Source: an optimization exercise on an open RTL-to-GDS flow (aim: small area and a short achievable clock period). Production flows keep margins and buffers that such runs may drop.
At most, simulation tests tie the RTL to the original design; equivalence was not proved.
Only the layout flow was run in run 2; the RTL was not checked for function there.

==> flow/design.v (outline; a module is shown in full before it is edited, if it fits) <==
// module grad_top: 175 lines
// module absdiff_v: 134 lines
// module absdiff_h: 134 lines
// module sqsum: 23 lines
// module times3: 64 lines
// module div_r0: 207 lines
// module div_r1: 221 lines
// module sq_r0: 12 lines
// module sq_r1: 26 lines
// module div_r2: 218 lines
// module div_r3: 218 lines
// module div_r4: 218 lines
// module div_r5: 218 lines
// module div_r6: 218 lines
// module sq_r2: 34 lines
// module sq_r3: 42 lines
// module sq_r4: 51 lines
// module sq_r5: 62 lines
// module sq_r6: 70 lines
// module sq_r7: 78 lines
// module sq_r8: 87 lines
// module sq_r9: 91 lines
// module div_r7: 74 lines
// module div_r8: 218 lines
// module tan_pre: 14 lines
// module div_r9: 147 lines
// module sq_r10: 100 lines
// module sq_r11: 111 lines
// module sq_r12: 81 lines
module grad_top (
    input  wire logic        clk,
    input  wire logic        rst,
    input  wire logic        in_valid,
    input  wire logic        sof,
    input  wire logic [7:0]  pixel,
    output logic             out_valid,
    output logic [32:0]      grad
);
  // ...
==> flow/flow/run.sh <==
#!/bin/bash
# The standard layout (the standard.sh: ORFS with the standard synthesis
# and the standard flow's config.mk and SDC), with a larger setup margin for ORFS's timing
# repair so that it keeps shortening paths past the design's generous period.
set -euo pipefail
MARGIN=$(cat flow/margin.txt)
bash standard.sh SETUP_SLACK_MARGIN=$MARGIN finish > standard.log 2>&1
==> flow/flow/margin.txt <==
14.5
==> flow/standard.sh <==
#!/bin/bash
# synth_recipe.tcl (not shown) runs the flow's synth.tcl, then flattens the netlist and writes it again
# the make line also repeats each setting of config.mk as NAME=value (left out here)
make -C /OpenROAD-flow-scripts/flow DESIGN_CONFIG=/design/flow/config.mk WORK_HOME=/design/flow/orfs CLKGATE_MAP_FILE= SYNTH_SCRIPT=/design/flow/synth_recipe.tcl "${@:-finish}"
==> flow/config.mk <==
export PLATFORM = sky130hd
export DESIGN_NAME = grad_top
export DESIGN_NICKNAME = grad_top
export VERILOG_FILES = /design/flow/design.v
export SDC_FILE = /design/flow/constraint.sdc
export NUM_CORES = 4
export LEC_CHECK = 0
export CAP_MARGIN = 20
export CORE_MARGIN = 2
export CORE_UTILIZATION = 40
export SLEW_MARGIN = 20
export SYNTH_HIERARCHICAL = 1
==> flow/constraint.sdc <==
create_clock -name core_clock -period 26.0 [get_ports {clk}]
set_input_delay 5.2000 -clock core_clock [delete_from_list [all_inputs] [get_ports {clk}]]
set_output_delay 5.2000 -clock core_clock [all_outputs]
set_load 0.01 [all_outputs]
==> flow_summary.toml, run 1 <==
[clock_network]
clock_sinks = 379

[run]
maxCapViolCount = 0

[cells_and_area]
area_delta_synth_final_pct = 12.0
multi_input_gates = 2074
buffers_excl_clock = 196
multiInputGateArea_um2 = 18500
n_fill_cell = 7219
multi_input_area_share_pct = 52.6
reg.largest.list = "sr: 256 flops, r1_M: 14 flops, r2_q: 14 flops"
seq_cell_count = 379

[yosys]
async_flop_share_pct = 0
synth_common_cells = "inv_1, edfxtp_1, buf_4, nor2_1, nand2_1"
yosysMostFrequentCell = "inv_1"
yosysWarningCount = 8

[detailed_routing]
drtIter0Drc = 1286

[floorplan]
num_rows = 102

[global_route]
grt_first_pass_wirelength_mm = 106
grtUsageTotal_pct = 15.7
grt_pass1_vias = 20400

[setup_path]
path_buf_inv = 5
max_stage_delay_ns = 0.44
worst_setup_path_start_kind = "register"
crit_arrival_ns = 6.24

[min_path]
hold_start = "r1_q[1]"
min_to = "r2_q[1]"

[timing]
layout_setup_ws_ns = 14.56
setup_tns_ns = 0

[placed_design]
place_hpwl_mm = 44.1

[run_status]
status = "finished clean"
Testbench counts, summed over its fixed seeds: latency cycles 75,055, results 75,055.
==> module tan_pre, before the edit <==
module tan_pre (
    input  wire [16:0] qh,
    input  wire [2:0] f,
    output wire [17:0] o_ha,
    output wire [17:0] o_hb
);
    wire [17:0] qh_e = {1'b0, {qh[16], qh[15], qh[14], qh[13], qh[12], qh[11], qh[10], qh[9], qh[8], qh[7], qh[6], qh[5], qh[4], qh[3], qh[2], qh[1], qh[0]}};
    wire [17:0] qh_n = -qh_e;
    wire [17:0] sat = f[0] ? {1'b1, 17'd0} : {1'b0, {17{1'b1}}};
    wire [17:0] ha = f[1] ? 18'd0 : f[2] ? sat : f[0] ? qh_n : qh_e;
    wire [17:0] hb = f[1] ? 18'd0 : f[2] ? sat : f[0] ? ~qh_e : qh_e;
    assign o_ha = {ha[17], ha[16], ha[15], ha[14], ha[13], ha[12], ha[11], ha[10], ha[9], ha[8], ha[7], ha[6], ha[5], ha[4], ha[3], ha[2], ha[1], ha[0]};
    assign o_hb = {hb[17], hb[16], hb[15], hb[14], hb[13], hb[12], hb[11], hb[10], hb[9], hb[8], hb[7], hb[6], hb[5], hb[4], hb[3], hb[2], hb[1], hb[0]};
endmodule
==> module div_r9, before the edit <==
module div_r9 (
    input  wire [7:0] t,
    input  wire [7:0] d,
    input  wire [17:0] ha,
    input  wire [17:0] hb,
    input  wire [2:0] f,
    input  wire [9:0] d3,
    output wire [19:0] o_tan
);
    wire i2494 = ~d[0];
    wire i2495 = ~d[1];
    wire i2496 = ~d[2];
    wire i2497 = ~d[3];
    wire i2498 = ~d[4];
    wire i2499 = ~d[5];
    wire i2500 = ~d[6];
    wire i2501 = ~d[7];
    wire a2502 = t[0] & i2496;
    wire a2503 = t[1] & i2497;
    wire a2504 = t[2] & i2498;
    wire a2505 = t[3] & i2499;
    wire a2506 = t[4] & i2500;
    wire a2507 = t[5] & i2501;
    wire o2508 = t[0] | i2496;
    wire o2509 = t[1] | i2497;
    wire o2510 = t[2] | i2498;
    wire o2511 = t[3] | i2499;
    wire o2512 = t[4] | i2500;
    wire o2513 = t[5] | i2501;
    wire a2514 = i2495 & i2494;
    wire c2515 = a2503 | (o2509 & a2502);
    wire a2516 = o2509 & o2508;
    wire c2517 = a2505 | (o2511 & a2504);
    wire a2518 = o2511 & o2510;
    wire c2519 = a2507 | (o2513 & a2506);
    wire a2520 = o2513 & o2512;
    wire o2521 = t[7] | t[6];
    wire c2522 = a2502 | (o2508 & a2514);
    wire c2523 = c2515 | (a2516 & a2514);
    wire c2524 = a2506 | (o2512 & c2517);
    wire a2525 = o2512 & a2518;
    wire c2526 = c2519 | (a2520 & c2517);
    wire a2527 = a2520 & a2518;
    wire c2528 = a2504 | (o2510 & c2523);
    wire c2529 = c2517 | (a2518 & c2523);
    wire c2530 = c2524 | (a2525 & c2523);
    wire c2531 = c2526 | (a2527 & c2523);
    wire o2532 = t[6] | c2531;
    wire o2533 = o2521 | c2531;
    wire i2534 = ~d[0];
    wire i2535 = ~d[1];
    wire i2536 = ~d[2];
    wire i2537 = ~d[3];
    wire i2538 = ~d[4];
    wire i2539 = ~d[5];
    wire i2540 = ~d[6];
    wire i2541 = ~d[7];
    wire a2542 = t[0] & i2535;
    wire a2543 = t[1] & i2536;
    wire a2544 = t[2] & i2537;
    wire a2545 = t[3] & i2538;
    wire a2546 = t[4] & i2539;
    wire a2547 = t[5] & i2540;
    wire a2548 = t[6] & i2541;
    wire o2549 = t[0] | i2535;
    wire o2550 = t[1] | i2536;
    wire o2551 = t[2] | i2537;
    wire o2552 = t[3] | i2538;
    wire o2553 = t[4] | i2539;
    wire o2554 = t[5] | i2540;
    wire o2555 = t[6] | i2541;
    wire c2556 = a2543 | (o2550 & a2542);
    wire a2557 = o2550 & o2549;
    wire c2558 = a2545 | (o2552 & a2544);
    wire a2559 = o2552 & o2551;
    wire c2560 = a2547 | (o2554 & a2546);
    wire a2561 = o2554 & o2553;
    wire o2562 = t[7] | a2548;
    wire c2563 = a2542 | (o2549 & i2534);
    wire c2564 = c2556 | (a2557 & i2534);
    wire c2565 = a2546 | (o2553 & c2558);
    wire a2566 = o2553 & a2559;
    wire c2567 = c2560 | (a2561 & c2558);
    wire a2568 = a2561 & a2559;
    wire c2569 = a2544 | (o2551 & c2564);
    wire c2570 = c2558 | (a2559 & c2564);
    wire c2571 = c2565 | (a2566 & c2564);
    wire c2572 = c2567 | (a2568 & c2564);
    wire c2573 = a2548 | (o2555 & c2572);
    wire c2574 = o2562 | (o2555 & c2572);
    wire i2575 = ~d3[0];
    wire i2576 = ~d3[1];
    wire i2577 = ~d3[2];
    wire i2578 = ~d3[3];
    wire i2579 = ~d3[4];
    wire i2580 = ~d3[5];
    wire i2581 = ~d3[6];
    wire i2582 = ~d3[7];
    wire i2583 = ~d3[8];
    wire i2584 = ~d3[9];
    wire a2585 = t[0] & i2577;
    wire a2586 = t[1] & i2578;
    wire a2587 = t[2] & i2579;
    wire a2588 = t[3] & i2580;
    wire a2589 = t[4] & i2581;
    wire a2590 = t[5] & i2582;
    wire a2591 = t[6] & i2583;
    wire a2592 = t[7] & i2584;
    wire o2593 = t[0] | i2577;
    wire o2594 = t[1] | i2578;
    wire o2595 = t[2] | i2579;
    wire o2596 = t[3] | i2580;
    wire o2597 = t[4] | i2581;
    wire o2598 = t[5] | i2582;
    wire o2599 = t[6] | i2583;
    wire o2600 = t[7] | i2584;
    wire a2601 = i2576 & i2575;
    wire c2602 = a2586 | (o2594 & a2585);
    wire a2603 = o2594 & o2593;
    wire c2604 = a2588 | (o2596 & a2587);
    wire a2605 = o2596 & o2595;
    wire c2606 = a2590 | (o2598 & a2589);
    wire a2607 = o2598 & o2597;
    wire c2608 = a2592 | (o2600 & a2591);
    wire a2609 = o2600 & o2599;
    wire c2610 = a2585 | (o2593 & a2601);
    wire c2611 = c2602 | (a2603 & a2601);
    wire c2612 = a2589 | (o2597 & c2604);
    wire a2613 = o2597 & a2605;
    wire c2614 = c2606 | (a2607 & c2604);
    wire a2615 = a2607 & a2605;
    wire c2616 = a2587 | (o2595 & c2611);
    wire c2617 = c2604 | (a2605 & c2611);
    wire c2618 = c2612 | (a2613 & c2611);
    wire c2619 = c2614 | (a2615 & c2611);
    wire c2620 = a2591 | (o2599 & c2619);
    wire c2621 = c2608 | (a2609 & c2619);
    wire i2622 = ~c2574;
    wire a2623 = o2533 & i2622;
    wire o2624 = c2621 | a2623;
    wire [1:0] ql_v = {c2574, o2624};
    wire [1:0] ql_n = -ql_v;
    wire [1:0] lo = f[1] ? 2'd0 : f[2] ? {2{~f[0]}} : f[0] ? ql_n : ql_v;
    wire [17:0] hi = (ql_v == 2'd0) ? {ha[17], ha[16], ha[15], ha[14], ha[13], ha[12], ha[11], ha[10], ha[9], ha[8], ha[7], ha[6], ha[5], ha[4], ha[3], ha[2], ha[1], ha[0]} : {hb[17], hb[16], hb[15], hb[14], hb[13], hb[12], hb[11], hb[10], hb[9], hb[8], hb[7], hb[6], hb[5], hb[4], hb[3], hb[2], hb[1], hb[0]};
    wire [19:0] tn = {hi, lo};
    assign o_tan = {tn[19], tn[18], tn[17], tn[16], tn[15], tn[14], tn[13], tn[12], tn[11], tn[10], tn[9], tn[8], tn[7], tn[6], tn[5], tn[4], tn[3], tn[2], tn[1], tn[0]};
endmodule
==> run 2: changes to the inputs <==
--- a/flow/design.v
+++ b/flow/design.v
@@ -2935,456 +2935,659 @@
     assign o_r = {m2493, m2490, m2487, m2484, m2481, m2478, m2475, m2472};
 endmodule
 module tan_pre (
     input  wire [16:0] qh,
     input  wire [2:0] f,
     output wire [17:0] o_ha,
     output wire [17:0] o_hb
 );
-    wire [17:0] qh_e = {1'b0, {qh[16], qh[15], qh[14], qh[13], qh[12], qh[11], qh[10], qh[9], qh[8], qh[7], qh[6], qh[5], qh[4], qh[3], qh[2], qh[1], qh[0]}};
-    wire [17:0] qh_n = -qh_e;
-    wire [17:0] sat = f[0] ? {1'b1, 17'd0} : {1'b0, {17{1'b1}}};
-    wire [17:0] ha = f[1] ? 18'd0 : f[2] ? sat : f[0] ? qh_n : qh_e;
-    wire [17:0] hb = f[1] ? 18'd0 : f[2] ? sat : f[0] ? ~qh_e : qh_e;
-    assign o_ha = {ha[17], ha[16], ha[15], ha[14], ha[13], ha[12], ha[11], ha[10], ha[9], ha[8], ha[7], ha[6], ha[5], ha[4], ha[3], ha[2], ha[1], ha[0]};
-    assign o_hb = {hb[17], hb[16], hb[15], hb[14], hb[13], hb[12], hb[11], hb[10], hb[9], hb[8], hb[7], hb[6], hb[5], hb[4], hb[3], hb[2], hb[1], hb[0]};
+    wire o2494 = qh[1] | qh[0];
+    wire o2495 = qh[3] | qh[2];
+    wire o2496 = qh[5] | qh[4];
+    wire o2497 = qh[7] | qh[6];
+    wire o2498 = qh[9] | qh[8];
+    wire o2499 = qh[11] | qh[10];
+    wire o2500 = qh[13] | qh[12];
+    wire o2501 = qh[15] | qh[14];
+    wire o2502 = qh[2] | o2494;
+    wire o2503 = o2495 | o2494;
+    wire o2504 = qh[6] | o2496;
+    wire o2505 = o2497 | o2496;
+    wire o2506 = qh[10] | o2498;
+    wire o2507 = o2499 | o2498;
+    wire o2508 = qh[14] | o2500;
+    wire o2509 = o2501 | o2500;
+    wire o2510 = qh[4] | o2503;
+    wire o2511 = o2496 | o2503;
+    wire o2512 = o2504 | o2503;
+    wire o2513 = o2505 | o2503;
+    wire o2514 = qh[12] | o2507;
+    wire o2515 = o2500 | o2507;
+    wire o2516 = o2508 | o2507;
+    wire o2517 = o2509 | o2507;
+    wire o2518 = qh[8] | o2513;
+    wire o2519 = o2498 | o2513;
+    wire o2520 = o2506 | o2513;
+    wire o2521 = o2507 | o2513;
+    wire o2522 = o2514 | o2513;
+    wire o2523 = o2515 | o2513;
+    wire o2524 = o2516 | o2513;
+    wire o2525 = o2517 | o2513;
+    wire o2526 = qh[16] | o2525;
+    wire o2527 = qh[16] | o2525;
+    wire i2528 = ~f[0];
+    wire x2529 = qh[0] ^ f[0];
+    wire i2530 = ~f[1];
+    wire m2531 = f[2] ? i2528 : qh[0];
+    wire a2532 = i2530 & m2531;
+    wire i2533 = ~f[1];
+    wire m2534 = f[2] ? i2528 : x2529;
+    wire a2535 = i2533 & m2534;
+    wire i2536 = ~f[0];
+    wire a2537 = f[0] & qh[0];
+    wire x2538 = qh[1] ^ a2537;
+    wire x2539 = qh[1] ^ f[0];
+    wire i2540 = ~f[1];
+    wire m2541 = f[2] ? i2536 : x2538;
+    wire a2542 = i2540 & m2541;
+    wire i2543 = ~f[1];
+    wire m2544 = f[2] ? i2536 : x2539;
+    wire a2545 = i2543 & m2544;
+    wire i2546 = ~f[0];
+    wire a2547 = f[0] & o2494;
+    wire x2548 = qh[2] ^ a2547;
+    wire x2549 = qh[2] ^ f[0];
+    wire i2550 = ~f[1];
+    wire m2551 = f[2] ? i2546 : x2548;
+    wire a2552 = i2550 & m2551;
+    wire i2553 = ~f[1];
+    wire m2554 = f[2] ? i2546 : x2549;
+    wire a2555 = i2553 & m2554;
+    wire i2556 = ~f[0];
+    wire a2557 = f[0] & o2502;
+    wire x2558 = qh[3] ^ a2557;
+    wire x2559 = qh[3] ^ f[0];
+    wire i2560 = ~f[1];
+    wire m2561 = f[2] ? i2556 : x2558;
+    wire a2562 = i2560 & m2561;
+    wire i2563 = ~f[1];
+    wire m2564 = f[2] ? i2556 : x2559;
+    wire a2565 = i2563 & m2564;
+    wire i2566 = ~f[0];
+    wire a2567 = f[0] & o2503;
+    wire x2568 = qh[4] ^ a2567;
+    wire x2569 = qh[4] ^ f[0];
+    wire i2570 = ~f[1];
+    wire m2571 = f[2] ? i2566 : x2568;
+    wire a2572 = i2570 & m2571;
+    wire i2573 = ~f[1];
+    wire m2574 = f[2] ? i2566 : x2569;
+    wire a2575 = i2573 & m2574;
+    wire i2576 = ~f[0];
+    wire a2577 = f[0] & o2510;
+    wire x2578 = qh[5] ^ a2577;
+    wire x2579 = qh[5] ^ f[0];
+    wire i2580 = ~f[1];
+    wire m2581 = f[2] ? i2576 : x2578;
+    wire a2582 = i2580 & m2581;
+    wire i2583 = ~f[1];
+    wire m2584 = f[2] ? i2576 : x2579;
+    wire a2585 = i2583 & m2584;
+    wire i2586 = ~f[0];
+    wire a2587 = f[0] & o2511;
+    wire x2588 = qh[6] ^ a2587;
+    wire x2589 = qh[6] ^ f[0];
+    wire i2590 = ~f[1];
+    wire m2591 = f[2] ? i2586 : x2588;
+    wire a2592 = i2590 & m2591;
+    wire i2593 = ~f[1];
+    wire m2594 = f[2] ? i2586 : x2589;
+    wire a2595 = i2593 & m2594;
+    wire i2596 = ~f[0];
+    wire a2597 = f[0] & o2512;
+    wire x2598 = qh[7] ^ a2597;
+    wire x2599 = qh[7] ^ f[0];
+    wire i2600 = ~f[1];
+    wire m2601 = f[2] ? i2596 : x2598;
+    wire a2602 = i2600 & m2601;
+    wire i2603 = ~f[1];
+    wire m2604 = f[2] ? i2596 : x2599;
+    wire a2605 = i2603 & m2604;
+    wire i2606 = ~f[0];
+    wire a2607 = f[0] & o2513;
+    wire x2608 = qh[8] ^ a2607;
+    wire x2609 = qh[8] ^ f[0];
+    wire i2610 = ~f[1];
+    wire m2611 = f[2] ? i2606 : x2608;
+    wire a2612 = i2610 & m2611;
+    wire i2613 = ~f[1];
+    wire m2614 = f[2] ? i2606 : x2609;
+    wire a2615 = i2613 & m2614;
+    wire i2616 = ~f[0];
+    wire a2617 = f[0] & o2518;
+    wire x2618 = qh[9] ^ a2617;
+    wire x2619 = qh[9] ^ f[0];
+    wire i2620 = ~f[1];
+    wire m2621 = f[2] ? i2616 : x2618;
+    wire a2622 = i2620 & m2621;
+    wire i2623 = ~f[1];
+    wire m2624 = f[2] ? i2616 : x2619;
+    wire a2625 = i2623 & m2624;
+    wire i2626 = ~f[0];
+    wire a2627 = f[0] & o2519;
+    wire x2628 = qh[10] ^ a2627;
+    wire x2629 = qh[10] ^ f[0];
+    wire i2630 = ~f[1];
+    wire m2631 = f[2] ? i2626 : x2628;
+    wire a2632 = i2630 & m2631;
+    wire i2633 = ~f[1];
+    wire m2634 = f[2] ? i2626 : x2629;
+    wire a2635 = i2633 & m2634;
+    wire i2636 = ~f[0];
+    wire a2637 = f[0] & o2520;
+    wire x2638 = qh[11] ^ a2637;
+    wire x2639 = qh[11] ^ f[0];
+    wire i2640 = ~f[1];
+    wire m2641 = f[2] ? i2636 : x2638;
+    wire a2642 = i2640 & m2641;
+    wire i2643 = ~f[1];
+    wire m2644 = f[2] ? i2636 : x2639;
+    wire a2645 = i2643 & m2644;
+    wire i2646 = ~f[0];
+    wire a2647 = f[0] & o2521;
+    wire x2648 = qh[12] ^ a2647;
+    wire x2649 = qh[12] ^ f[0];
+    wire i2650 = ~f[1];
+    wire m2651 = f[2] ? i2646 : x2648;
+    wire a2652 = i2650 & m2651;
+    wire i2653 = ~f[1];
+    wire m2654 = f[2] ? i2646 : x2649;
+    wire a2655 = i2653 & m2654;
+    wire i2656 = ~f[0];
+    wire a2657 = f[0] & o2522;
+    wire x2658 = qh[13] ^ a2657;
+    wire x2659 = qh[13] ^ f[0];
+    wire i2660 = ~f[1];
+    wire m2661 = f[2] ? i2656 : x2658;
+    wire a2662 = i2660 & m2661;
+    wire i2663 = ~f[1];
+    wire m2664 = f[2] ? i2656 : x2659;
+    wire a2665 = i2663 & m2664;
+    wire i2666 = ~f[0];
+    wire a2667 = f[0] & o2523;
+    wire x2668 = qh[14] ^ a2667;
+    wire x2669 = qh[14] ^ f[0];
+    wire i2670 = ~f[1];
+    wire m2671 = f[2] ? i2666 : x2668;
+    wire a2672 = i2670 & m2671;
+    wire i2673 = ~f[1];
+    wire m2674 = f[2] ? i2666 : x2669;
+    wire a2675 = i2673 & m2674;
+    wire i2676 = ~f[0];
+    wire a2677 = f[0] & o2524;
+    wire x2678 = qh[15] ^ a2677;
+    wire x2679 = qh[15] ^ f[0];
+    wire i2680 = ~f[1];
+    wire m2681 = f[2] ? i2676 : x2678;
+    wire a2682 = i2680 & m2681;
+    wire i2683 = ~f[1];
+    wire m2684 = f[2] ? i2676 : x2679;
+    wire a2685 = i2683 & m2684;
+    wire i2686 = ~f[0];
+    wire a2687 = f[0] & o2525;
+    wire x2688 = qh[16] ^ a2687;
+    wire x2689 = qh[16] ^ f[0];
+    wire i2690 = ~f[1];
+    wire m2691 = f[2] ? i2686 : x2688;
+    wire a2692 = i2690 & m2691;
+    wire i2693 = ~f[1];
+    wire m2694 = f[2] ? i2686 : x2689;
+    wire a2695 = i2693 & m2694;
+    wire a2696 = f[0] & o2526;
+    wire i2697 = ~f[1];
+    wire m2698 = f[2] ? f[0] : a2696;
+    wire a2699 = i2697 & m2698;
+    wire i2700 = ~f[1];
+    wire a2701 = i2700 & f[0];
+    assign o_ha = {a2699, a2692, a2682, a2672, a2662, a2652, a2642, a2632, a2622, a2612, a2602, a2592, a2582, a2572, a2562, a2552, a2542, a2532};
+    assign o_hb = {a2701, a2695, a2685, a2675, a2665, a2655, a2645, a2635, a2625, a2615, a2605, a2595, a2585, a2575, a2565, a2555, a2545, a2535};
 endmodule
 module div_r9 (
     input  wire [7:0] t,
     input  wire [7:0] d,
     input  wire [17:0] ha,
     input  wire [17:0] hb,
     input  wire [2:0] f,
     input  wire [9:0] d3,
     output wire [19:0] o_tan
 );
-    wire i2494 = ~d[0];
-    wire i2495 = ~d[1];
-    wire i2496 = ~d[2];
-    wire i2497 = ~d[3];
-    wire i2498 = ~d[4];
-    wire i2499 = ~d[5];
-    wire i2500 = ~d[6];
-    wire i2501 = ~d[7];
-    wire a2502 = t[0] & i2496;
-    wire a2503 = t[1] & i2497;
-    wire a2504 = t[2] & i2498;
-    wire a2505 = t[3] & i2499;
-    wire a2506 = t[4] & i2500;
-    wire a2507 = t[5] & i2501;
-    wire o2508 = t[0] | i2496;
-    wire o2509 = t[1] | i2497;
-    wire o2510 = t[2] | i2498;
-    wire o2511 = t[3] | i2499;
-    wire o2512 = t[4] | i2500;
-    wire o2513 = t[5] | i2501;
-    wire a2514 = i2495 & i2494;
-    wire c2515 = a2503 | (o2509 & a2502);
-    wire a2516 = o2509 & o2508;
-    wire c2517 = a2505 | (o2511 & a2504);
-    wire a2518 = o2511 & o2510;
-    wire c2519 = a2507 | (o2513 & a2506);
-    wire a2520 = o2513 & o2512;
-    wire o2521 = t[7] | t[6];
-    wire c2522 = a2502 | (o2508 & a2514);
-    wire c2523 = c2515 | (a2516 & a2514);
-    wire c2524 = a2506 | (o2512 & c2517);
-    wire a2525 = o2512 & a2518;
-    wire c2526 = c2519 | (a2520 & c2517);
-    wire a2527 = a2520 & a2518;
-    wire c2528 = a2504 | (o2510 & c2523);
-    wire c2529 = c2517 | (a2518 & c2523);
-    wire c2530 = c2524 | (a2525 & c2523);
-    wire c2531 = c2526 | (a2527 & c2523);
-    wire o2532 = t[6] | c2531;
-    wire o2533 = o2521 | c2531;
-    wire i2534 = ~d[0];
-    wire i2535 = ~d[1];
-    wire i2536 = ~d[2];
-    wire i2537 = ~d[3];
-    wire i2538 = ~d[4];
-    wire i2539 = ~d[5];
-    wire i2540 = ~d[6];
-    wire i2541 = ~d[7];
-    wire a2542 = t[0] & i2535;
-    wire a2543 = t[1] & i2536;
-    wire a2544 = t[2] & i2537;
-    wire a2545 = t[3] & i2538;
-    wire a2546 = t[4] & i2539;
-    wire a2547 = t[5] & i2540;
-    wire a2548 = t[6] & i2541;
-    wire o2549 = t[0] | i2535;
-    wire o2550 = t[1] | i2536;
-    wire o2551 = t[2] | i2537;
-    wire o2552 = t[3] | i2538;
-    wire o2553 = t[4] | i2539;
-    wire o2554 = t[5] | i2540;
-    wire o2555 = t[6] | i2541;
-    wire c2556 = a2543 | (o2550 & a2542);
-    wire a2557 = o2550 & o2549;
-    wire c2558 = a2545 | (o2552 & a2544);
-    wire a2559 = o2552 & o2551;
-    wire c2560 = a2547 | (o2554 & a2546);
-    wire a2561 = o2554 & o2553;
-    wire o2562 = t[7] | a2548;
-    wire c2563 = a2542 | (o2549 & i2534);
-    wire c2564 = c2556 | (a2557 & i2534);
-    wire c2565 = a2546 | (o2553 & c2558);
-    wire a2566 = o2553 & a2559;
-    wire c2567 = c2560 | (a2561 & c2558);
-    wire a2568 = a2561 & a2559;
-    wire c2569 = a2544 | (o2551 & c2564);
-    wire c2570 = c2558 | (a2559 & c2564);
-    wire c2571 = c2565 | (a2566 & c2564);
-    wire c2572 = c2567 | (a2568 & c2564);
-    wire c2573 = a2548 | (o2555 & c2572);
-    wire c2574 = o2562 | (o2555 & c2572);
-    wire i2575 = ~d3[0];
-    wire i2576 = ~d3[1];
-    wire i2577 = ~d3[2];
-    wire i2578 = ~d3[3];
-    wire i2579 = ~d3[4];
-    wire i2580 = ~d3[5];
-    wire i2581 = ~d3[6];
-    wire i2582 = ~d3[7];
-    wire i2583 = ~d3[8];
-    wire i2584 = ~d3[9];
-    wire a2585 = t[0] & i2577;
-    wire a2586 = t[1] & i2578;
-    wire a2587 = t[2] & i2579;
-    wire a2588 = t[3] & i2580;
-    wire a2589 = t[4] & i2581;
-    wire a2590 = t[5] & i2582;
-    wire a2591 = t[6] & i2583;
-    wire a2592 = t[7] & i2584;
-    wire o2593 = t[0] | i2577;
-    wire o2594 = t[1] | i2578;
-    wire o2595 = t[2] | i2579;
-    wire o2596 = t[3] | i2580;
-    wire o2597 = t[4] | i2581;
-    wire o2598 = t[5] | i2582;
-    wire o2599 = t[6] | i2583;
-    wire o2600 = t[7] | i2584;
-    wire a2601 = i2576 & i2575;
-    wire c2602 = a2586 | (o2594 & a2585);
-    wire a2603 = o2594 & o2593;
-    wire c2604 = a2588 | (o2596 & a2587);
-    wire a2605 = o2596 & o2595;
-    wire c2606 = a2590 | (o2598 & a2589);
-    wire a2607 = o2598 & o2597;
-    wire c2608 = a2592 | (o2600 & a2591);
-    wire a2609 = o2600 & o2599;
-    wire c2610 = a2585 | (o2593 & a2601);
-    wire c2611 = c2602 | (a2603 & a2601);
-    wire c2612 = a2589 | (o2597 & c2604);
-    wire a2613 = o2597 & a2605;
-    wire c2614 = c2606 | (a2607 & c2604);
-    wire a2615 = a2607 & a2605;
-    wire c2616 = a2587 | (o2595 & c2611);
-    wire c2617 = c2604 | (a2605 & c2611);
-    wire c2618 = c2612 | (a2613 & c2611);
-    wire c2619 = c2614 | (a2615 & c2611);
-    wire c2620 = a2591 | (o2599 & c2619);
-    wire c2621 = c2608 | (a2609 & c2619);
-    wire i2622 = ~c2574;
-    wire a2623 = o2533 & i2622;
-    wire o2624 = c2621 | a2623;
-    wire [1:0] ql_v = {c2574, o2624};
+    wire i2702 = ~d[0];
+    wire i2703 = ~d[1];
+    wire i2704 = ~d[2];
+    wire i2705 = ~d[3];
+    wire i2706 = ~d[4];
+    wire i2707 = ~d[5];
+    wire i2708 = ~d[6];
+    wire i2709 = ~d[7];
+    wire a2710 = t[0] & i2704;
+    wire a2711 = t[1] & i2705;
+    wire a2712 = t[2] & i2706;
+    wire a2713 = t[3] & i2707;
+    wire a2714 = t[4] & i2708;
+    wire a2715 = t[5] & i2709;
+    wire o2716 = t[0] | i2704;
+    wire o2717 = t[1] | i2705;
+    wire o2718 = t[2] | i2706;
+    wire o2719 = t[3] | i2707;
+    wire o2720 = t[4] | i2708;
+    wire o2721 = t[5] | i2709;
+    wire a2722 = i2703 & i2702;
+    wire c2723 = a2711 | (o2717 & a2710);
+    wire a2724 = o2717 & o2716;
+    wire c2725 = a2713 | (o2719 & a2712);
+    wire a2726 = o2719 & o2718;
+    wire c2727 = a2715 | (o2721 & a2714);
+    wire a2728 = o2721 & o2720;
+    wire o2729 = t[7] | t[6];
+    wire c2730 = a2710 | (o2716 & a2722);
+    wire c2731 = c2723 | (a2724 & a2722);
+    wire c2732 = a2714 | (o2720 & c2725);
+    wire a2733 = o2720 & a2726;
+    wire c2734 = c2727 | (a2728 & c2725);
+    wire a2735 = a2728 & a2726;
+    wire c2736 = a2712 | (o2718 & c2731);
+    wire c2737 = c2725 | (a2726 & c2731);
+    wire c2738 = c2732 | (a2733 & c2731);
+    wire c2739 = c2734 | (a2735 & c2731);
+    wire o2740 = t[6] | c2739;
+    wire o2741 = o2729 | c2739;
+    wire i2742 = ~d[0];
+    wire i2743 = ~d[1];
+    wire i2744 = ~d[2];
+    wire i2745 = ~d[3];
+    wire i2746 = ~d[4];
+    wire i2747 = ~d[5];
+    wire i2748 = ~d[6];
+    wire i2749 = ~d[7];
+    wire a2750 = t[0] & i2743;
+    wire a2751 = t[1] & i2744;
+    wire a2752 = t[2] & i2745;
+    wire a2753 = t[3] & i2746;
+    wire a2754 = t[4] & i2747;
+    wire a2755 = t[5] & i2748;
+    wire a2756 = t[6] & i2749;
+    wire o2757 = t[0] | i2743;
+    wire o2758 = t[1] | i2744;
+    wire o2759 = t[2] | i2745;
+    wire o2760 = t[3] | i2746;
+    wire o2761 = t[4] | i2747;
+    wire o2762 = t[5] | i2748;
+    wire o2763 = t[6] | i2749;
+    wire c2764 = a2751 | (o2758 & a2750);
+    wire a2765 = o2758 & o2757;
+    wire c2766 = a2753 | (o2760 & a2752);
+    wire a2767 = o2760 & o2759;
+    wire c2768 = a2755 | (o2762 & a2754);
+    wire a2769 = o2762 & o2761;
+    wire o2770 = t[7] | a2756;
+    wire c2771 = a2750 | (o2757 & i2742);
+    wire c2772 = c2764 | (a2765 & i2742);
+    wire c2773 = a2754 | (o2761 & c2766);
+    wire a2774 = o2761 & a2767;
+    wire c2775 = c2768 | (a2769 & c2766);
+    wire a2776 = a2769 & a2767;
+    wire c2777 = a2752 | (o2759 & c2772);
+    wire c2778 = c2766 | (a2767 & c2772);
+    wire c2779 = c2773 | (a2774 & c2772);
+    wire c2780 = c2775 | (a2776 & c2772);
+    wire c2781 = a2756 | (o2763 & c2780);
+    wire c2782 = o2770 | (o2763 & c2780);
+    wire i2783 = ~d3[0];
+    wire i2784 = ~d3[1];
+    wire i2785 = ~d3[2];
+    wire i2786 = ~d3[3];
+    wire i2787 = ~d3[4];
+    wire i2788 = ~d3[5];
+    wire i2789 = ~d3[6];
+    wire i2790 = ~d3[7];
+    wire i2791 = ~d3[8];
+    wire i2792 = ~d3[9];
+    wire a2793 = t[0] & i2785;
+    wire a2794 = t[1] & i2786;
+    wire a2795 = t[2] & i2787;
+    wire a2796 = t[3] & i2788;
+    wire a2797 = t[4] & i2789;
+    wire a2798 = t[5] & i2790;
+    wire a2799 = t[6] & i2791;
+    wire a2800 = t[7] & i2792;
+    wire o2801 = t[0] | i2785;
+    wire o2802 = t[1] | i2786;
+    wire o2803 = t[2] | i2787;
+    wire o2804 = t[3] | i2788;
+    wire o2805 = t[4] | i2789;
+    wire o2806 = t[5] | i2790;
+    wire o2807 = t[6] | i2791;
+    wire o2808 = t[7] | i2792;
+    wire a2809 = i2784 & i2783;
+    wire c2810 = a2794 | (o2802 & a2793);
+    wire a2811 = o2802 & o2801;
+    wire c2812 = a2796 | (o2804 & a2795);
+    wire a2813 = o2804 & o2803;
+    wire c2814 = a2798 | (o2806 & a2797);
+    wire a2815 = o2806 & o2805;
+    wire c2816 = a2800 | (o2808 & a2799);
+    wire a2817 = o2808 & o2807;
+    wire c2818 = a2793 | (o2801 & a2809);
+    wire c2819 = c2810 | (a2811 & a2809);
+    wire c2820 = a2797 | (o2805 & c2812);
+    wire a2821 = o2805 & a2813;
+    wire c2822 = c2814 | (a2815 & c2812);
+    wire a2823 = a2815 & a2813;
+    wire c2824 = a2795 | (o2803 & c2819);
+    wire c2825 = c2812 | (a2813 & c2819);
+    wire c2826 = c2820 | (a2821 & c2819);
+    wire c2827 = c2822 | (a2823 & c2819);
+    wire c2828 = a2799 | (o2807 & c2827);
+    wire c2829 = c2816 | (a2817 & c2827);
+    wire i2830 = ~c2782;
+    wire a2831 = o2741 & i2830;
+    wire o2832 = c2829 | a2831;
+    wire [1:0] ql_v = {c2782, o2832};
     wire [1:0] ql_n = -ql_v;
     wire [1:0] lo = f[1] ? 2'd0 : f[2] ? {2{~f[0]}} : f[0] ? ql_n : ql_v;
     wire [17:0] hi = (ql_v == 2'd0) ? {ha[17], ha[16], ha[15], ha[14], ha[13], ha[12], ha[11], ha[10], ha[9], ha[8], ha[7], ha[6], ha[5], ha[4], ha[3], ha[2], ha[1], ha[0]} : {hb[17], hb[16], hb[15], hb[14], hb[13], hb[12], hb[11], hb[10], hb[9], hb[8], hb[7], hb[6], hb[5], hb[4], hb[3], hb[2], hb[1], hb[0]};
     wire [19:0] tn = {hi, lo};
     assign o_tan = {tn[19], tn[18], tn[17], tn[16], tn[15], tn[14], tn[13], tn[12], tn[11], tn[10], tn[9], tn[8], tn[7], tn[6], tn[5], tn[4], tn[3], tn[2], tn[1], tn[0]};
 endmodule
 module sq_r10 (
     input  wire [10:0] c,
     input  wire [9:0] root,
     output wire [0:0] o_ge,
     output wire [11:0] o_rem
 );
-    wire i2625 = ~root[0];
-    wire i2626 = ~root[1];
-    wire i2627 = ~root[2];
-    wire i2628 = ~root[3];
-    wire i2629 = ~root[4];
-    wire i2630 = ~root[5];
-    wire i2631 = ~root[6];
-    wire i2632 = ~root[7];
-    wire i2633 = ~root[8];
-    wire i2634 = ~root[9];
-    wire a2635 = c[0] & i2625;
-    wire a2636 = c[1] & i2626;
-    wire a2637 = c[2] & i2627;
-    wire a2638 = c[3] & i2628;
-    wire a2639 = c[4] & i2629;
-    wire a2640 = c[5] & i2630;
-    wire a2641 = c[6] & i2631;
-    wire a2642 = c[7] & i2632;
-    wire a2643 = c[8] & i2633;
-    wire a2644 = c[9] & i2634;
-    wire o2645 = c[0] | i2625;
-    wire o2646 = c[1] | i2626;
-    wire o2647 = c[2] | i2627;
-    wire o2648 = c[3] | i2628;
-    wire o2649 = c[4] | i2629;
-    wire o2650 = c[5] | i2630;
-    wire o2651 = c[6] | i2631;
-    wire o2652 = c[7] | i2632;
-    wire o2653 = c[8] | i2633;
-    wire o2654 = c[9] | i2634;
-    wire c2655 = a2636 | (o2646 & a2635);
-    wire a2656 = o2646 & o2645;
-    wire c2657 = a2638 | (o2648 & a2637);
-    wire a2658 = o2648 & o2647;
-    wire c2659 = a2640 | (o2650 & a2639);
-    wire a2660 = o2650 & o2649;
-    wire c2661 = a2642 | (o2652 & a2641);
-    wire a2662 = o2652 & o2651;
-    wire c2663 = a2644 | (o2654 & a2643);
-    wire a2664 = o2654 & o2653;
-    wire c2665 = a2639 | (o2649 & c2657);
-    wire a2666 = o2649 & a2658;
-    wire c2667 = c2659 | (a2660 & c2657);
-    wire a2668 = a2660 & a2658;
-    wire c2669 = a2643 | (o2653 & c2661);
-    wire a2670 = o2653 & a2662;
-    wire c2671 = c2663 | (a2664 & c2661);
-    wire a2672 = a2664 & a2662;
-    wire c2673 = a2637 | (o2647 & c2655);
-    wire c2674 = c2657 | (a2658 & c2655);
-    wire c2675 = c2665 | (a2666 & c2655);
-    wire c2676 = c2667 | (a2668 & c2655);
-    wire o2677 = c[10] | c2671;
-    wire c2678 = a2641 | (o2651 & c2676);
-    wire c2679 = c2661 | (a2662 & c2676);
-    wire c2680 = c2669 | (a2670 & c2676);
-    wire c2681 = c2671 | (a2672 & c2676);
-    wire c2682 = o2677 | (a2672 & c2676);
-    wire x2683 = c[0] ^ i2625;
-    wire x2684 = i2626 ^ a2635;
-    wire x2685 = c[1] ^ x2684;
-    wire x2686 = i2627 ^ c2655;
-    wire x2687 = c[2] ^ x2686;
-    wire x2688 = i2628 ^ c2673;
-    wire x2689 = c[3] ^ x2688;
-    wire x2690 = i2629 ^ c2674;
-    wire x2691 = c[4] ^ x2690;
-    wire x2692 = i2630 ^ c2675;
-    wire x2693 = c[5] ^ x2692;
-    wire x2694 = i2631 ^ c2676;
-    wire x2695 = c[6] ^ x2694;
-    wire x2696 = i2632 ^ c2678;
-    wire x2697 = c[7] ^ x2696;
-    wire x2698 = i2633 ^ c2679;
-    wire x2699 = c[8] ^ x2698;
-    wire x2700 = i2634 ^ c2680;
-    wire x2701 = c[9] ^ x2700;
-    wire i2702 = ~c2681;
-    wire x2703 = c[10] ^ i2702;
-    wire m2704 = c2682 ? 1'b1 : 1'b0;
-    wire m2705 = c2682 ? 1'b1 : 1'b0;
-    wire m2706 = c2682 ? x2683 : c[0];
-    wire m2707 = c2682 ? x2685 : c[1];
-    wire m2708 = c2682 ? x2687 : c[2];
-    wire m2709 = c2682 ? x2689 : c[3];
-    wire m2710 = c2682 ? x2691 : c[4];
-    wire m2711 = c2682 ? x2693 : c[5];
-    wire m2712 = c2682 ? x2695 : c[6];
-    wire m2713 = c2682 ? x2697 : c[7];
-    wire m2714 = c2682 ? x2699 : c[8];
-    wire m2715 = c2682 ? x2701 : c[9];
-    assign o_ge = {c2682};
-    assign o_rem = {m2715, m2714, m2713, m2712, m2711, m2710, m2709, m2708, m2707, m2706, m2705, m2704};
+    wire i2833 = ~root[0];
+    wire i2834 = ~root[1];
+    wire i2835 = ~root[2];
+    wire i2836 = ~root[3];
+    wire i2837 = ~root[4];
+    wire i2838 = ~root[5];
+    wire i2839 = ~root[6];
+    wire i2840 = ~root[7];
+    wire i2841 = ~root[8];
+    wire i2842 = ~root[9];
+    wire a2843 = c[0] & i2833;
+    wire a2844 = c[1] & i2834;
+    wire a2845 = c[2] & i2835;
+    wire a2846 = c[3] & i2836;
+    wire a2847 = c[4] & i2837;
+    wire a2848 = c[5] & i2838;
+    wire a2849 = c[6] & i2839;
+    wire a2850 = c[7] & i2840;
+    wire a2851 = c[8] & i2841;
+    wire a2852 = c[9] & i2842;
+    wire o2853 = c[0] | i2833;
+    wire o2854 = c[1] | i2834;
+    wire o2855 = c[2] | i2835;
+    wire o2856 = c[3] | i2836;
+    wire o2857 = c[4] | i2837;
+    wire o2858 = c[5] | i2838;
+    wire o2859 = c[6] | i2839;
+    wire o2860 = c[7] | i2840;
+    wire o2861 = c[8] | i2841;
+    wire o2862 = c[9] | i2842;
+    wire c2863 = a2844 | (o2854 & a2843);
+    wire a2864 = o2854 & o2853;
+    wire c2865 = a2846 | (o2856 & a2845);
+    wire a2866 = o2856 & o2855;
+    wire c2867 = a2848 | (o2858 & a2847);
+    wire a2868 = o2858 & o2857;
+    wire c2869 = a2850 | (o2860 & a2849);
+    wire a2870 = o2860 & o2859;
+    wire c2871 = a2852 | (o2862 & a2851);
+    wire a2872 = o2862 & o2861;
+    wire c2873 = a2847 | (o2857 & c2865);
+    wire a2874 = o2857 & a2866;
+    wire c2875 = c2867 | (a2868 & c2865);
+    wire a2876 = a2868 & a2866;
+    wire c2877 = a2851 | (o2861 & c2869);
+    wire a2878 = o2861 & a2870;
+    wire c2879 = c2871 | (a2872 & c2869);
+    wire a2880 = a2872 & a2870;
+    wire c2881 = a2845 | (o2855 & c2863);
+    wire c2882 = c2865 | (a2866 & c2863);
+    wire c2883 = c2873 | (a2874 & c2863);
+    wire c2884 = c2875 | (a2876 & c2863);
+    wire o2885 = c[10] | c2879;
+    wire c2886 = a2849 | (o2859 & c2884);
+    wire c2887 = c2869 | (a2870 & c2884);
+    wire c2888 = c2877 | (a2878 & c2884);
+    wire c2889 = c2879 | (a2880 & c2884);
+    wire c2890 = o2885 | (a2880 & c2884);
+    wire x2891 = c[0] ^ i2833;
+    wire x2892 = i2834 ^ a2843;
+    wire x2893 = c[1] ^ x2892;
+    wire x2894 = i2835 ^ c2863;
+    wire x2895 = c[2] ^ x2894;
+    wire x2896 = i2836 ^ c2881;
+    wire x2897 = c[3] ^ x2896;
+    wire x2898 = i2837 ^ c2882;
+    wire x2899 = c[4] ^ x2898;
+    wire x2900 = i2838 ^ c2883;
+    wire x2901 = c[5] ^ x2900;
+    wire x2902 = i2839 ^ c2884;
+    wire x2903 = c[6] ^ x2902;
+    wire x2904 = i2840 ^ c2886;
+    wire x2905 = c[7] ^ x2904;
+    wire x2906 = i2841 ^ c2887;
+    wire x2907 = c[8] ^ x2906;
+    wire x2908 = i2842 ^ c2888;
+    wire x2909 = c[9] ^ x2908;
+    wire i2910 = ~c2889;
+    wire x2911 = c[10] ^ i2910;
+    wire m2912 = c2890 ? 1'b1 : 1'b0;
+    wire m2913 = c2890 ? 1'b1 : 1'b0;
+    wire m2914 = c2890 ? x2891 : c[0];
+    wire m2915 = c2890 ? x2893 : c[1];
+    wire m2916 = c2890 ? x2895 : c[2];
+    wire m2917 = c2890 ? x2897 : c[3];
+    wire m2918 = c2890 ? x2899 : c[4];
+    wire m2919 = c2890 ? x2901 : c[5];
+    wire m2920 = c2890 ? x2903 : c[6];
+    wire m2921 = c2890 ? x2905 : c[7];
+    wire m2922 = c2890 ? x2907 : c[8];
+    wire m2923 = c2890 ? x2909 : c[9];
+    assign o_ge = {c2890};
+    assign o_rem = {m2923, m2922, m2921, m2920, m2919, m2918, m2917, m2916, m2915, m2914, m2913, m2912};
 endmodule
 module sq_r11 (
     input  wire [11:0] c,
     input  wire [10:0] root,
     output wire [0:0] o_ge,
     output wire [12:0] o_rem
 );
-    wire i2716 = ~root[0];
-    wire i2717 = ~root[1];
-    wire i2718 = ~root[2];
-    wire i2719 = ~root[3];
-    wire i2720 = ~root[4];
-    wire i2721 = ~root[5];
-    wire i2722 = ~root[6];
-    wire i2723 = ~root[7];
-    wire i2724 = ~root[8];
-    wire i2725 = ~root[9];
-    wire i2726 = ~root[10];
-    wire a2727 = c[0] & i2716;
-    wire a2728 = c[1] & i2717;
-    wire a2729 = c[2] & i2718;
-    wire a2730 = c[3] & i2719;
-    wire a2731 = c[4] & i2720;
-    wire a2732 = c[5] & i2721;
-    wire a2733 = c[6] & i2722;
-    wire a2734 = c[7] & i2723;
-    wire a2735 = c[8] & i2724;
-    wire a2736 = c[9] & i2725;
-    wire a2737 = c[10] & i2726;
-    wire o2738 = c[0] | i2716;
-    wire o2739 = c[1] | i2717;
-    wire o2740 = c[2] | i2718;
-    wire o2741 = c[3] | i2719;
-    wire o2742 = c[4] | i2720;
-    wire o2743 = c[5] | i2721;
-    wire o2744 = c[6] | i2722;
-    wire o2745 = c[7] | i2723;
-    wire o2746 = c[8] | i2724;
-    wire o2747 = c[9] | i2725;
-    wire o2748 = c[10] | i2726;
-    wire c2749 = a2728 | (o2739 & a2727);
-    wire a2750 = o2739 & o2738;
-    wire c2751 = a2730 | (o2741 & a2729);
-    wire a2752 = o2741 & o2740;
-    wire c2753 = a2732 | (o2743 & a2731);
-    wire a2754 = o2743 & o2742;
-    wire c2755 = a2734 | (o2745 & a2733);
-    wire a2756 = o2745 & o2744;
-    wire c2757 = a2736 | (o2747 & a2735);
-    wire a2758 = o2747 & o2746;
-    wire o2759 = c[11] | a2737;
-    wire c2760 = a2731 | (o2742 & c2751);
-    wire a2761 = o2742 & a2752;
-    wire c2762 = c2753 | (a2754 & c2751);
-    wire a2763 = a2754 & a2752;
-    wire c2764 = a2735 | (o2746 & c2755);
-    wire a2765 = o2746 & a2756;
-    wire c2766 = c2757 | (a2758 & c2755);
-    wire a2767 = a2758 & a2756;
-    wire c2768 = a2729 | (o2740 & c2749);
-    wire c2769 = c2751 | (a2752 & c2749);
-    wire c2770 = c2760 | (a2761 & c2749);
-    wire c2771 = c2762 | (a2763 & c2749);
-    wire c2772 = a2737 | (o2748 & c2766);
-    wire a2773 = o2748 & a2767;
-    wire c2774 = o2759 | (o2748 & c2766);
-    wire a2775 = o2748 & a2767;
-    wire c2776 = a2733 | (o2744 & c2771);
-    wire c2777 = c2755 | (a2756 & c2771);
-    wire c2778 = c2764 | (a2765 & c2771);
-    wire c2779 = c2766 | (a2767 & c2771);
-    wire c2780 = c2772 | (a2773 & c2771);
-    wire c2781 = c2774 | (a2775 & c2771);
-    wire x2782 = c[0] ^ i2716;
-    wire x2783 = i2717 ^ a2727;
-    wire x2784 = c[1] ^ x2783;
-    wire x2785 = i2718 ^ c2749;
-    wire x2786 = c[2] ^ x2785;
-    wire x2787 = i2719 ^ c2768;
-    wire x2788 = c[3] ^ x2787;
-    wire x2789 = i2720 ^ c2769;
-    wire x2790 = c[4] ^ x2789;
-    wire x2791 = i2721 ^ c2770;
-    wire x2792 = c[5] ^ x2791;
-    wire x2793 = i2722 ^ c2771;
-    wire x2794 = c[6] ^ x2793;
-    wire x2795 = i2723 ^ c2776;
-    wire x2796 = c[7] ^ x2795;
-    wire x2797 = i2724 ^ c2777;
-    wire x2798 = c[8] ^ x2797;
-    wire x2799 = i2725 ^ c2778;
-    wire x2800 = c[9] ^ x2799;
-    wire x2801 = i2726 ^ c2779;
-    wire x2802 = c[10] ^ x2801;
-    wire i2803 = ~c2780;
-    wire x2804 = c[11] ^ i2803;
-    wire m2805 = c2781 ? 1'b1 : 1'b0;
-    wire m2806 = c2781 ? 1'b1 : 1'b0;
-    wire m2807 = c2781 ? x2782 : c[0];
-    wire m2808 = c2781 ? x2784 : c[1];
-    wire m2809 = c2781 ? x2786 : c[2];
-    wire m2810 = c2781 ? x2788 : c[3];
-    wire m2811 = c2781 ? x2790 : c[4];
-    wire m2812 = c2781 ? x2792 : c[5];
-    wire m2813 = c2781 ? x2794 : c[6];
-    wire m2814 = c2781 ? x2796 : c[7];
-    wire m2815 = c2781 ? x2798 : c[8];
-    wire m2816 = c2781 ? x2800 : c[9];
-    wire m2817 = c2781 ? x2802 : c[10];
-    assign o_ge = {c2781};
-    assign o_rem = {m2817, m2816, m2815, m2814, m2813, m2812, m2811, m2810, m2809, m2808, m2807, m2806, m2805};
+    wire i2924 = ~root[0];
+    wire i2925 = ~root[1];
+    wire i2926 = ~root[2];
+    wire i2927 = ~root[3];
+    wire i2928 = ~root[4];
+    wire i2929 = ~root[5];
+    wire i2930 = ~root[6];
+    wire i2931 = ~root[7];
+    wire i2932 = ~root[8];
+    wire i2933 = ~root[9];
+    wire i2934 = ~root[10];
+    wire a2935 = c[0] & i2924;
+    wire a2936 = c[1] & i2925;
+    wire a2937 = c[2] & i2926;
+    wire a2938 = c[3] & i2927;
+    wire a2939 = c[4] & i2928;
+    wire a2940 = c[5] & i2929;
+    wire a2941 = c[6] & i2930;
+    wire a2942 = c[7] & i2931;
+    wire a2943 = c[8] & i2932;
+    wire a2944 = c[9] & i2933;
+    wire a2945 = c[10] & i2934;
+    wire o2946 = c[0] | i2924;
+    wire o2947 = c[1] | i2925;
+    wire o2948 = c[2] | i2926;
+    wire o2949 = c[3] | i2927;
+    wire o2950 = c[4] | i2928;
+    wire o2951 = c[5] | i2929;
+    wire o2952 = c[6] | i2930;
+    wire o2953 = c[7] | i2931;
+    wire o2954 = c[8] | i2932;
+    wire o2955 = c[9] | i2933;
+    wire o2956 = c[10] | i2934;
+    wire c2957 = a2936 | (o2947 & a2935);
+    wire a2958 = o2947 & o2946;
+    wire c2959 = a2938 | (o2949 & a2937);
+    wire a2960 = o2949 & o2948;
+    wire c2961 = a2940 | (o2951 & a2939);
+    wire a2962 = o2951 & o2950;
+    wire c2963 = a2942 | (o2953 & a2941);
+    wire a2964 = o2953 & o2952;
+    wire c2965 = a2944 | (o2955 & a2943);
+    wire a2966 = o2955 & o2954;
+    wire o2967 = c[11] | a2945;
+    wire c2968 = a2939 | (o2950 & c2959);
+    wire a2969 = o2950 & a2960;
+    wire c2970 = c2961 | (a2962 & c2959);
+    wire a2971 = a2962 & a2960;
+    wire c2972 = a2943 | (o2954 & c2963);
+    wire a2973 = o2954 & a2964;
+    wire c2974 = c2965 | (a2966 & c2963);
+    wire a2975 = a2966 & a2964;
+    wire c2976 = a2937 | (o2948 & c2957);
+    wire c2977 = c2959 | (a2960 & c2957);
+    wire c2978 = c2968 | (a2969 & c2957);
+    wire c2979 = c2970 | (a2971 & c2957);
+    wire c2980 = a2945 | (o2956 & c2974);
+    wire a2981 = o2956 & a2975;
+    wire c2982 = o2967 | (o2956 & c2974);
+    wire a2983 = o2956 & a2975;
+    wire c2984 = a2941 | (o2952 & c2979);
+    wire c2985 = c2963 | (a2964 & c2979);
+    wire c2986 = c2972 | (a2973 & c2979);
+    wire c2987 = c2974 | (a2975 & c2979);
+    wire c2988 = c2980 | (a2981 & c2979);
+    wire c2989 = c2982 | (a2983 & c2979);
+    wire x2990 = c[0] ^ i2924;
+    wire x2991 = i2925 ^ a2935;
+    wire x2992 = c[1] ^ x2991;
+    wire x2993 = i2926 ^ c2957;
+    wire x2994 = c[2] ^ x2993;
+    wire x2995 = i2927 ^ c2976;
+    wire x2996 = c[3] ^ x2995;
+    wire x2997 = i2928 ^ c2977;
+    wire x2998 = c[4] ^ x2997;
+    wire x2999 = i2929 ^ c2978;
+    wire x3000 = c[5] ^ x2999;
+    wire x3001 = i2930 ^ c2979;
+    wire x3002 = c[6] ^ x3001;
+    wire x3003 = i2931 ^ c2984;
+    wire x3004 = c[7] ^ x3003;
+    wire x3005 = i2932 ^ c2985;
+    wire x3006 = c[8] ^ x3005;
+    wire x3007 = i2933 ^ c2986;
+    wire x3008 = c[9] ^ x3007;
+    wire x3009 = i2934 ^ c2987;
+    wire x3010 = c[10] ^ x3009;
+    wire i3011 = ~c2988;
+    wire x3012 = c[11] ^ i3011;
+    wire m3013 = c2989 ? 1'b1 : 1'b0;
+    wire m3014 = c2989 ? 1'b1 : 1'b0;
+    wire m3015 = c2989 ? x2990 : c[0];
+    wire m3016 = c2989 ? x2992 : c[1];
+    wire m3017 = c2989 ? x2994 : c[2];
+    wire m3018 = c2989 ? x2996 : c[3];
+    wire m3019 = c2989 ? x2998 : c[4];
+    wire m3020 = c2989 ? x3000 : c[5];
+    wire m3021 = c2989 ? x3002 : c[6];
+    wire m3022 = c2989 ? x3004 : c[7];
+    wire m3023 = c2989 ? x3006 : c[8];
+    wire m3024 = c2989 ? x3008 : c[9];
+    wire m3025 = c2989 ? x3010 : c[10];
+    assign o_ge = {c2989};
+    assign o_rem = {m3025, m3024, m3023, m3022, m3021, m3020, m3019, m3018, m3017, m3016, m3015, m3014, m3013};
 endmodule
 module sq_r12 (
     input  wire [12:0] c,
     input  wire [11:0] root,
     output wire [0:0] o_ge
 );
-    wire i2818 = ~root[0];
-    wire i2819 = ~root[1];
-    wire i2820 = ~root[2];
-    wire i2821 = ~root[3];
-    wire i2822 = ~root[4];
-    wire i2823 = ~root[5];
-    wire i2824 = ~root[6];
-    wire i2825 = ~root[7];
-    wire i2826 = ~root[8];
-    wire i2827 = ~root[9];
-    wire i2828 = ~root[10];
-    wire i2829 = ~root[11];
-    wire a2830 = c[0] & i2818;
-    wire a2831 = c[1] & i2819;
-    wire a2832 = c[2] & i2820;
-    wire a2833 = c[3] & i2821;
-    wire a2834 = c[4] & i2822;
-    wire a2835 = c[5] & i2823;
-    wire a2836 = c[6] & i2824;
-    wire a2837 = c[7] & i2825;
-    wire a2838 = c[8] & i2826;
-    wire a2839 = c[9] & i2827;
-    wire a2840 = c[10] & i2828;
-    wire a2841 = c[11] & i2829;
-    wire o2842 = c[0] | i2818;
-    wire o2843 = c[1] | i2819;
-    wire o2844 = c[2] | i2820;
-    wire o2845 = c[3] | i2821;
-    wire o2846 = c[4] | i2822;
-    wire o2847 = c[5] | i2823;
-    wire o2848 = c[6] | i2824;
-    wire o2849 = c[7] | i2825;
-    wire o2850 = c[8] | i2826;
-    wire o2851 = c[9] | i2827;
-    wire o2852 = c[10] | i2828;
-    wire o2853 = c[11] | i2829;
-    wire c2854 = a2831 | (o2843 & a2830);
-    wire a2855 = o2843 & o2842;
-    wire c2856 = a2833 | (o2845 & a2832);
-    wire a2857 = o2845 & o2844;
-    wire c2858 = a2835 | (o2847 & a2834);
-    wire a2859 = o2847 & o2846;
-    wire c2860 = a2837 | (o2849 & a2836);
-    wire a2861 = o2849 & o2848;
-    wire c2862 = a2839 | (o2851 & a2838);
-    wire a2863 = o2851 & o2850;
-    wire c2864 = a2841 | (o2853 & a2840);
-    wire a2865 = o2853 & o2852;
-    wire c2866 = a2834 | (o2846 & c2856);
-    wire a2867 = o2846 & a2857;
-    wire c2868 = c2858 | (a2859 & c2856);
-    wire a2869 = a2859 & a2857;
-    wire c2870 = a2838 | (o2850 & c2860);
-    wire a2871 = o2850 & a2861;
-    wire c2872 = c2862 | (a2863 & c2860);
-    wire a2873 = a2863 & a2861;
-    wire o2874 = c[12] | c2864;
-    wire c2875 = a2832 | (o2844 & c2854);
-    wire c2876 = c2856 | (a2857 & c2854);
-    wire c2877 = c2866 | (a2867 & c2854);
-    wire c2878 = c2868 | (a2869 & c2854);
-    wire c2879 = a2840 | (o2852 & c2872);
-    wire a2880 = o2852 & a2873;
-    wire c2881 = c2864 | (a2865 & c2872);
-    wire a2882 = a2865 & a2873;
-    wire c2883 = o2874 | (a2865 & c2872);
-    wire a2884 = a2865 & a2873;
-    wire c2885 = a2836 | (o2848 & c2878);
-    wire c2886 = c2860 | (a2861 & c2878);
-    wire c2887 = c2870 | (a2871 & c2878);
-    wire c2888 = c2872 | (a2873 & c2878);
-    wire c2889 = c2879 | (a2880 & c2878);
-    wire c2890 = c2881 | (a2882 & c2878);
-    wire c2891 = c2883 | (a2884 & c2878);
-    assign o_ge = {c2891};
+    wire i3026 = ~root[0];
+    wire i3027 = ~root[1];
+    wire i3028 = ~root[2];
+    wire i3029 = ~root[3];
+    wire i3030 = ~root[4];
+    wire i3031 = ~root[5];
+    wire i3032 = ~root[6];
+    wire i3033 = ~root[7];
+    wire i3034 = ~root[8];
+    wire i3035 = ~root[9];
+    wire i3036 = ~root[10];
+    wire i3037 = ~root[11];
+    wire a3038 = c[0] & i3026;
+    wire a3039 = c[1] & i3027;
+    wire a3040 = c[2] & i3028;
+    wire a3041 = c[3] & i3029;
+    wire a3042 = c[4] & i3030;
+    wire a3043 = c[5] & i3031;
+    wire a3044 = c[6] & i3032;
+    wire a3045 = c[7] & i3033;
+    wire a3046 = c[8] & i3034;
+    wire a3047 = c[9] & i3035;
+    wire a3048 = c[10] & i3036;
+    wire a3049 = c[11] & i3037;
+    wire o3050 = c[0] | i3026;
+    wire o3051 = c[1] | i3027;
+    wire o3052 = c[2] | i3028;
+    wire o3053 = c[3] | i3029;
+    wire o3054 = c[4] | i3030;
+    wire o3055 = c[5] | i3031;
+    wire o3056 = c[6] | i3032;
+    wire o3057 = c[7] | i3033;
+    wire o3058 = c[8] | i3034;
+    wire o3059 = c[9] | i3035;
+    wire o3060 = c[10] | i3036;
+    wire o3061 = c[11] | i3037;
+    wire c3062 = a3039 | (o3051 & a3038);
+    wire a3063 = o3051 & o3050;
+    wire c3064 = a3041 | (o3053 & a3040);
+    wire a3065 = o3053 & o3052;
+    wire c3066 = a3043 | (o3055 & a3042);
+    wire a3067 = o3055 & o3054;
+    wire c3068 = a3045 | (o3057 & a3044);
+    wire a3069 = o3057 & o3056;
+    wire c3070 = a3047 | (o3059 & a3046);
+    wire a3071 = o3059 & o3058;
+    wire c3072 = a3049 | (o3061 & a3048);
+    wire a3073 = o3061 & o3060;
+    wire c3074 = a3042 | (o3054 & c3064);
+    wire a3075 = o3054 & a3065;
+    wire c3076 = c3066 | (a3067 & c3064);
+    wire a3077 = a3067 & a3065;
+    wire c3078 = a3046 | (o3058 & c3068);
+    wire a3079 = o3058 & a3069;
+    wire c3080 = c3070 | (a3071 & c3068);
+    wire a3081 = a3071 & a3069;
+    wire o3082 = c[12] | c3072;
+    wire c3083 = a3040 | (o3052 & c3062);
+    wire c3084 = c3064 | (a3065 & c3062);
+    wire c3085 = c3074 | (a3075 & c3062);
+    wire c3086 = c3076 | (a3077 & c3062);
+    wire c3087 = a3048 | (o3060 & c3080);
+    wire a3088 = o3060 & a3081;
+    wire c3089 = c3072 | (a3073 & c3080);
+    wire a3090 = a3073 & a3081;
+    wire c3091 = o3082 | (a3073 & c3080);
+    wire a3092 = a3073 & a3081;
+    wire c3093 = a3044 | (o3056 & c3086);
+    wire c3094 = c3068 | (a3069 & c3086);
+    wire c3095 = c3078 | (a3079 & c3086);
+    wire c3096 = c3080 | (a3081 & c3086);
+    wire c3097 = c3087 | (a3088 & c3086);
+    wire c3098 = c3089 | (a3090 & c3086);
+    wire c3099 = c3091 | (a3092 & c3086);
+    assign o_ge = {c3099};
 endmodule
 `default_nettype wire
==> run 2 against run 1 <==
Still clean on timing, DRC and antenna. Clock skew fell by 0.0059 ns. Cell area fell by 1.4%. Hold slack improved by 0.0070 ns. Sequential share of layout area rose by 0.43 points. Final cell count fell by 0.46%. Non-clock buffer count fell by 21. Fmax rose by 0.94%. Global-route usage fell by 0.39 points. Critical path type is now input port to register.
==> flow_summary.toml, run 2 <==
[placed_design]
io_buffers = 45
placed_cells = 3948
place_congestion = 0.804
place_hpwl_mm = 43.0
place_area_um2 = 31800

[timing]
skew_ns = 0.0279
fin_crit_sh_pct = 43.6
hold_violations = 0
slew_viol_final = 0
setup_tns_ns = 0
worst_pin_slew_ns = 1.03
max_clock_freq_mhz = 88.2
rsz0062_at_grt = "yes"
layout_min_cycle_time_ns = 11.33
setup_viol = 0
slew-limit-headroom_pct = 31.1

[cells_and_area]
area_delta_synth_final_pct = 9.40
fin_area_um2 = 34700
final_common_cell = "inv_1"
nets = 3279
top_register = "sr"
n_fill_cell = 7445
reg.largest.list = "sr: 256 flops, r1_M: 14 flops, r2_q: 14 flops"
final_cells = 4128
largest_reg_flops = 256
drive_above_1_share_pct = 18.2
insertedDiodeCount = 0
layout_common_cells = "inv_1, edfxtp_1, nand2b_1"

[setup_path]
regToRegStartpoint = "r1_M[1]"
crit_required_ns = 26.41
crit_top_cell = "fa_1"
regToRegSetupSlack_ns = 14.86
worst_setup_path_start_kind = "input port"
path_class = "input port to register"
critPathLaunch = "pixel[0]"
max_stage_delay_ns = 0.54
crit_family = "adder cells"
r2r-end = "r2_rem[2]"
crit_arrival_ns = 11.74
endpoint_kind = "register"
reg2reg_depth = 47
cp_max_fo = 7
path_buf_inv = 8
cp_slowest_cell = "fa_1"

[yosys]
yosysWarningCount = 8
ys_types = 135
muxShareOfSynthArea_pct = 6.41
synth_compound_area_share_pct = 14.5
syn_avg_cell_area_um2 = 10.2
yosysMostFrequentCell = "inv_1"
synth_top_family_by_area = "compound AO/OA/AOI/OAI gates"
yosysTopAreaCell = "edfxtp_1"
synthCells = 3119
syn_area_um2 = 31800
synth_area_leaders = "edfxtp_1, fa_1, buf_4"
synth_edf_count = 308
synth_seq_area_share_pct = 33.6
synth.top_cell.area_share_pct = 29.1
ys.flop_type = "edfxtp_1"
synthAdderAreaFrac_pct = 14.4
ys_seq_elements = 379
synth_xor_area_share_pct = 5.70
async_flop_share_pct = 0
synth_common_cells = "inv_1, edfxtp_1, buf_4, nand2_1, nand2b_1"
synth-simple-area-share_pct = 14.3

[floorplan]
coreArea_um2 = 78700
start_util_pct = 40.3
num_rows = 103
io_pins = 46
die_height_um = 286
die_w_um = 286
fp.dieArea_um2 = 81700

[run]
maxCapViolCount = 0

[detailed_routing]
routed_wl_mm = 62.9
drcViolationCount = 0
vias = 21000
drtPass1Iterations = 5
drtAntennaViolNets = 0
post_drt_wl_per_cell_um = 15.2
routed_via_density = 5.09
drtIter0Drc = 1103

[global_route]
antenna_found_initial = 0
grtUsageTotal_pct = 15.3
grt_first_pass_wirelength_mm = 104
grt_pass1_vias = 20200
grt_overflow_total = 0
grt_max_degree = 198

[clock_network]
clock_sinks = 379
clk_pin_slew_ns = 0.06
cts_made_buffers = 42
clk_latency_ns = 0.58
htreeDepth = 2
cts_tree = "done"
cts-root-buf = "clkbuf_16"
clk_path_buf_depth = 3

[run_status]
status = "finished clean"

[min_path]
hold_start = "r1_q[2]"
hold_path_depth = 0
min_to = "r2_q[2]"
hp-class = "register to register"
==> run 2: cell type report <==
type,instances,area (µm²),area share [%]
Clock buffer,54,1130,3.26
Clock inverter,20,259,0.745
Inverter,375,1430,4.12
Multi-Input combinational cell,2075,18500,53.1
Sequential cell,379,10700,30.8
Tap cell,1050,1310,3.78
Timing Repair Buffer,175,1470,4.22
==> run 2: repair_timing <==
action	CTS	global route
cloned	2	0
resized for setup	103	147
pin swaps	18	46
endpoints found under the setup margin	57	49
buffers inserted	47	57
hold buffers	0	0
==> run 2: routing by layer <==
metal,vias to the layer above,GRT usage [%],part of all wire [%]
met3,64,1.71,2.9
li1,10500,-,-
met2,258,25.1,47
met4,0,3.44,1.6
met1,10200,21.6,49
met5,-,0,0
==> run 2: per-stage QoR <==
| stage | hold slack [ns] | worst slack, ns | utilization, % |
|---|---|---|---|
| final | 0.332 | 14.67 | 44.1 |
| after global routing | 0.334 | 14.31 | 44.1 |
| after CTS | 0.335 | 14.39 | 43.0 |
| after detailed placement | 0.327 | 12.75 | 40.4 |
| after global placement | 0.324 | 13.02 | 40.4 |
| after floorplan | 0.323 | 14.30 | - |
==> run 2: cell families after synthesis <==
| family | count (synthesis) |
|---|---|
| other | 1 |
| buffers and inverters | 668 |
| xor gates and xnor gates | 205 |
| DFF | 379 |
| and+or+nand+nor | 817 |
| muxes | 194 |
| AOI/OAI and AO/OA | 555 |
| adders and majority gates | 300 |
==> run 2: worst reg2reg max path, delay by kind of cell (launching register included) <==
kind,cells,cell delay [ns]
AO/OA/AOI/OAI,16,3.98
AND/OR/NAND/NOR,9,1.45
buffers and inverters,7,0.90
multiplexers,8,1.86
adder cells (fa/ha/maj),7,2.50
flip-flops,1,0.32
==> run 2: modules after synthesis (local to each module, per instance), excerpt <==
module	times used	cell area, µm²	cells
sq_r12	1	205	31
sq_r8	1	676	83
sq_r0	1	26.3	4
div_r4	1	1190	158
sq_r7	1	507	65
div_r2	1	1190	158
div_r9	1	608	80
sq_r11	1	723	93
absdiff_v	1	672	90
sq_r1	1	108	15
sq_r10	1	658	87
sq_r9	1	566	73
==> run 2: worst max-delay path by stage <==
stage / end / slack [ns] / depth (start not counted)
2_1_floorplan: r2_rem[9] / 14.30 / 55
3_3_place_gp: r2_rem[9] / 13.02 / 45
3_5_place_dp: r2_rem[9] / 12.75 / 45
4_1_cts: r2_rem[9] / 14.39 / 51
5_1_grt: r2_rem[9] / 14.31 / 54
6_report: r1_rem[1] / 14.67 / 32

==> port drivers added, routing unchanged <==
How much do the figures lean on ideal ports? The routed layouts below were timed once more, with nothing changed but the port constraints.
Step 1 assumes that a clkbuf_16 drives the clock port and a buf_2 every other input.
Step 2 also shifts input and output timing later by t, the mid clock arrival at the registers, as if the neighbouring blocks saw the same clock.
Three values: ideal, step 1, step 2; two values: the first two.
run | t, ns | setup slack, ns | worst setup path at the end | latest minus earliest clock arrival (ns)
run 1 | 0.619 | 14.560 / 14.500 / 14.102 | input to register | 0.045 / 0.045
run 2 | 0.626 | 14.667 / 14.620 / 14.041 | input to register | 0.028 / 0.028
After both steps setup and hold are still met in every run listed. For run 2, which loses most, drivers alone change the setup slack by -0.047 ns; drivers and shift together by -0.626 ns.
